Source: an optimization exercise on an open RTL-to-GDS flow (aim: small area and a short achievable clock period). Production flows keep margins and buffers that such runs may drop. RTL that was checked went through simulation tests only; none was proved equivalent to the original. Power is estimated from default activity; no workload was simulated.

main:
==> flow/design.v <==
module axis_boxcar_fir_mc #(
  parameter int CH        = 2,
  parameter int DW_IN     = 32,
  parameter int DW_OUT    = 32,
  parameter int LEN_L_MAX = 6,
  parameter int DECI_W    = 16,
  localparam int LW       = $clog2(LEN_L_MAX + 1)
) (
  input  logic                   a_clk,
  input  logic                   a_reset,
  input  logic [LW-1:0]          len_l,
  input  logic [DECI_W-1:0]      deci,
  input  logic                   next_dv,
  input  logic [CH*DW_IN-1:0]    S_AXIS_tdata,
  input  logic                   S_AXIS_tvalid,
  output logic [CH*DW_OUT-1:0]   M_AXIS_tdata,
  output logic                   M_AXIS_tvalid,
  input  logic                   M_AXIS_tready,
  output logic                   overrun
);
  localparam int DEPTH = 2 ** LEN_L_MAX;
  localparam int FW    = LEN_L_MAX + 1;
  localparam int SW    = DW_IN + LEN_L_MAX;
  localparam int NL    = LEN_L_MAX + 1;
  function automatic logic [SW-1:0] sx(input logic [DW_IN-1:0] v);
    sx = {{LEN_L_MAX{v[DW_IN-1]}}, v};
  endfunction
  logic [CH*DW_IN-1:0]       line_r [DEPTH];
  logic [FW-1:0]             fill_r;
  logic                      full_r;
  logic                      almost_r;
  logic [DECI_W-1:0]         dcnt_r;
  logic                      dz_r;
  logic [LW-1:0]             len_q_r;
  logic [NL-1:0]             lsel_r;
  logic [DECI_W-1:0]         deci_q_r;
  logic [SW-1:0]             as_r    [CH];
  logic [SW-1:0]             ac_r    [CH];
  logic                      s1_vld_r;
  logic [LW-1:0]             len_c_s;
  logic [NL-1:0]             lsel_s;
  logic                      accept_s;
  logic [LW-1:0]             len_x_s;
  logic                      restart_s;
  logic [FW-1:0]             winq_s;
  logic                      step_nr_s;
  logic                      emit_nr_s;
  logic                      dle1_s;
  logic                      dle2_s;
  logic                      step_rs_s;
  logic                      emit_rs_s;
  logic [FW-1:0]             fill_n_s;
  logic                      full_n_s;
  logic                      almost_n_s;
  logic [DECI_W-1:0]         dcnt_n_s;
  logic                      dz_n_s;
  logic                      emit_s;
  logic [SW-1:0]             bias_s;
  logic [SW-1:0]             old_s   [CH];
  logic [SW-1:0]             y_s     [CH];
  logic [SW-1:0]             x_s     [CH];
  logic [SW-1:0]             s1_s    [CH];
  logic [SW-1:0]             c1_s    [CH];
  logic [SW-1:0]             c1s_s   [CH];
  logic [SW-1:0]             s2_s    [CH];
  logic [SW-1:0]             c2_s    [CH];
  logic [SW-1:0]             as_n_s  [CH];
  logic [SW-1:0]             ac_n_s  [CH];
  logic [SW-1:0]             tot_s   [CH];
  logic [CH*DW_OUT-1:0]      out_s;
  logic                      load_s;
  always_comb begin
    if (len_l > LW'(LEN_L_MAX)) begin
      len_c_s = LW'(LEN_L_MAX);
    end else begin
      len_c_s = len_l;
    end
    for (int l = 0; l < NL; l++) begin
      lsel_s[l] = (len_c_s == LW'(l));
    end
    accept_s  = S_AXIS_tvalid & next_dv;
    len_x_s   = len_l ^ len_q_r;
    restart_s = len_x_s[2] || len_x_s[1] || (len_x_s[0] && !lsel_r[LEN_L_MAX])
             || (deci != deci_q_r);
    bias_s    = '0;
    bias_s[LEN_L_MAX-1] = !lsel_s[0];
    dle1_s = (deci <= DECI_W'(1));
    dle2_s = (deci <= DECI_W'(2));
  end
  always_comb begin
    winq_s    = FW'(1) << len_q_r;
    step_nr_s = accept_s && (full_r || almost_r);
    emit_nr_s = step_nr_s && dz_r;
    step_rs_s = accept_s && lsel_s[0];
    emit_rs_s = step_rs_s && dle1_s;
    if (restart_s) begin
      fill_n_s   = accept_s ? FW'(1) : FW'(0);
      full_n_s   = accept_s && lsel_s[0];
      almost_n_s = accept_s ? lsel_s[1] : lsel_s[0];
      if (step_rs_s && !dle1_s) begin
        dcnt_n_s = DECI_W'(2);
        dz_n_s   = dle2_s;
      end else begin
        dcnt_n_s = DECI_W'(1);
        dz_n_s   = dle1_s;
      end
      emit_s     = emit_rs_s;
    end else begin
      if (accept_s && !full_r) begin
        fill_n_s   = fill_r + FW'(1);
        full_n_s   = almost_r;
        almost_n_s = (fill_r + FW'(2) == winq_s);
      end else begin
        fill_n_s   = fill_r;
        full_n_s   = full_r;
        almost_n_s = almost_r;
      end
      if (step_nr_s) begin
        if (dz_r) begin
          dcnt_n_s = DECI_W'(1);
          dz_n_s   = (deci_q_r <= DECI_W'(1));
        end else begin
          dcnt_n_s = dcnt_r + DECI_W'(1);
          dz_n_s   = (dcnt_r + DECI_W'(1) == deci_q_r);
        end
      end else begin
        dcnt_n_s = dcnt_r;
        dz_n_s   = dz_r;
      end
      emit_s     = emit_nr_s;
    end
  end
  always_comb begin
    for (int c = 0; c < CH; c++) begin
      old_s[c] = '0;
      x_s[c]   = '0;
      for (int l = 0; l < NL; l++) begin
        old_s[c] = old_s[c]
                 | ((sx(line_r[(1 << l) - 1][c*DW_IN +: DW_IN]) << (LEN_L_MAX - l))
                    & {SW{lsel_r[l]}});
        x_s[c]   = x_s[c]
                 | ((sx(S_AXIS_tdata[c*DW_IN +: DW_IN]) << (LEN_L_MAX - l))
                    & {SW{lsel_s[l]}});
      end
    end
  end
  always_comb begin
    for (int c = 0; c < CH; c++) begin
      y_s[c]   = full_r ? ~old_s[c] : '0;
      s1_s[c]  = as_r[c] ^ ac_r[c] ^ y_s[c];
      c1_s[c]  = (as_r[c] & ac_r[c]) | (as_r[c] & y_s[c]) | (ac_r[c] & y_s[c]);
      c1s_s[c] = {c1_s[c][SW-2:0], full_r};
      s2_s[c]  = s1_s[c] ^ c1s_s[c] ^ x_s[c];
      c2_s[c]  = (s1_s[c] & c1s_s[c]) | (s1_s[c] & x_s[c]) | (c1s_s[c] & x_s[c]);
      if (restart_s) begin
        as_n_s[c] = accept_s ? x_s[c] : '0;
        ac_n_s[c] = bias_s;
      end else if (accept_s) begin
        as_n_s[c] = s2_s[c];
        ac_n_s[c] = {c2_s[c][SW-2:0], 1'b0};
      end else begin
        as_n_s[c] = as_r[c];
        ac_n_s[c] = ac_r[c];
      end
    end
  end
  always_comb begin
    for (int c = 0; c < CH; c++) begin
      tot_s[c] = as_r[c] + ac_r[c];
      out_s[c*DW_OUT +: DW_OUT] = DW_OUT'(tot_s[c][LEN_L_MAX +: DW_IN]);
    end
    load_s = s1_vld_r && !restart_s;
  end
  always_ff @(posedge a_clk) begin
    if (accept_s) begin
      line_r[0] <= S_AXIS_tdata;
      for (int i = 1; i < DEPTH; i++) begin
        line_r[i] <= line_r[i-1];
      end
    end
  end
  always_ff @(posedge a_clk) begin
    if (a_reset) begin
      fill_r        <= '0;
      full_r        <= 1'b0;
      almost_r      <= 1'b1;
      dcnt_r        <= DECI_W'(1);
      dz_r          <= 1'b1;
      len_q_r       <= '0;
      lsel_r        <= NL'(1);
      deci_q_r      <= '0;
      s1_vld_r      <= 1'b0;
      M_AXIS_tdata  <= '0;
      M_AXIS_tvalid <= 1'b0;
      overrun       <= 1'b0;
      for (int c = 0; c < CH; c++) begin
        as_r[c] <= '0;
        ac_r[c] <= '0;
      end
    end else begin
      len_q_r  <= len_c_s;
      lsel_r   <= lsel_s;
      deci_q_r <= deci;
      fill_r   <= fill_n_s;
      full_r   <= full_n_s;
      almost_r <= almost_n_s;
      dcnt_r   <= dcnt_n_s;
      dz_r     <= dz_n_s;
      s1_vld_r <= emit_s;
      for (int c = 0; c < CH; c++) begin
        as_r[c] <= as_n_s[c];
        ac_r[c] <= ac_n_s[c];
      end
      if (load_s) begin
        M_AXIS_tdata  <= out_s;
        M_AXIS_tvalid <= 1'b1;
        if (M_AXIS_tvalid && !M_AXIS_tready) begin
          overrun <= 1'b1;
        end
      end else if (M_AXIS_tvalid && M_AXIS_tready) begin
        M_AXIS_tvalid <= 1'b0;
      end
    end
  end
endmodule
Settings: LEC_CHECK=0, CAP_MARGIN=20, CORE_MARGIN=2, CORE_UTILIZATION=40, CTS_CLUSTER_DIAMETER=90, CTS_CLUSTER_SIZE=28, SLEW_MARGIN=20, SYNTH_MEMORY_MAX_BITS=8192; clock period 8.5 ns.
standard.sh (not shown) runs the stock make flow with config.mk's settings and CLKGATE_MAP_FILE= SYNTH_SCRIPT=/design/flow/synth_recipe.tcl, a recipe that flattens the netlist after the stock synthesis.
==> flow/flow/run.sh <==
#!/bin/bash
# Standard ORFS layout with a few repair knobs changed: resizing may swap cells
# of different footprints, ports are buffered with a plain buffer cell, and the
# setup repair aims at the given slack margin.
set -euo pipefail
bash standard.sh MATCH_CELL_FOOTPRINT=0 "BUFFER_PORTS_ARGS=-buffer_cell sky130_fd_sc_hd__buf_4" SETUP_SLACK_MARGIN=5.6 finish > make_finish.log 2>&1
## Diff of input files: the feature branch against main
diff --git a/flow/design.v b/flow/design.v
--- a/flow/design.v
+++ b/flow/design.v
@@ -59,6 +59,7 @@
   logic [SW-1:0]             old_s   [CH];
   logic [SW-1:0]             y_s     [CH];
   logic [SW-1:0]             x_s     [CH];
+  logic [SW-1:0]             xn_s    [CH];
   logic [SW-1:0]             s1_s    [CH];
   logic [SW-1:0]             c1_s    [CH];
   logic [SW-1:0]             c1s_s   [CH];
@@ -134,11 +135,15 @@
     for (int c = 0; c < CH; c++) begin
       old_s[c] = '0;
       x_s[c]   = '0;
+      xn_s[c]  = '0;
       for (int l = 0; l < NL; l++) begin
         old_s[c] = old_s[c]
                  | ((sx(line_r[(1 << l) - 1][c*DW_IN +: DW_IN]) << (LEN_L_MAX - l))
                     & {SW{lsel_r[l]}});
         x_s[c]   = x_s[c]
+                 | ((sx(S_AXIS_tdata[c*DW_IN +: DW_IN]) << (LEN_L_MAX - l))
+                    & {SW{lsel_r[l]}});
+        xn_s[c]  = xn_s[c]
                  | ((sx(S_AXIS_tdata[c*DW_IN +: DW_IN]) << (LEN_L_MAX - l))
                     & {SW{lsel_s[l]}});
       end
@@ -153,7 +158,7 @@
       s2_s[c]  = s1_s[c] ^ c1s_s[c] ^ x_s[c];
       c2_s[c]  = (s1_s[c] & c1s_s[c]) | (s1_s[c] & x_s[c]) | (c1s_s[c] & x_s[c]);
       if (restart_s) begin
-        as_n_s[c] = accept_s ? x_s[c] : '0;
+        as_n_s[c] = accept_s ? xn_s[c] : '0;
         ac_n_s[c] = bias_s;
       end else if (accept_s) begin
         as_n_s[c] = s2_s[c];
Notes after the runs:
- In the feature branch relative to main, post-CTS setup repair buffer count had gone down by more than a quarter.
- In terms of power, main and the feature branch differ only marginally.
- The feature branch vs. main: initial core utilization flat; relative max-transition margin down 23 points; final cycle utilization of the critical path up 0.31 points; first-pass GRT wire length up about 4%; clock sink count flat.
- The feature branch against main: utilization was more or less identical, area after synthesis went up by about 1.4%, setup slack went down by 0.027 ns, area added between synthesis and finish went up by 0.61 points.
For the feature branch, only the layout was checked, not whether the RTL still works.

==> static timing again, ports no longer ideal <==
How much do the figures lean on ideal ports? The routed layouts below were timed once more, with nothing changed but the port constraints.
Step 1: set_driving_cell puts a clkbuf_16 on a_clk and a buf_2 on each other input, an assumption about the parent block.
Step 2, shift: input delay + t, output delay - t, t = (earliest + latest rising clock arrival at the registers) / 2. This alone moves slack from input paths to output paths.
Slacks: no drivers / after step 1 / after step 2; pairs: no drivers / after step 1.
run | t, ns | setup WS [ns] | worst setup path after step 2 | latest minus earliest clock arrival (ns) | cell pins on the clock port's net
main | 1.004 | 5.289 / 5.109 / 4.105 | input to register | 0.090 / 0.090 | 1
the feature branch | 1.006 | 5.262 / 5.151 / 4.175 | input to register | 0.073 / 0.073 | 1
After both steps every run listed still meets setup and hold. The setup slack of main, which loses most, moves by -0.180 ns with the drivers and by -1.184 ns with both steps.
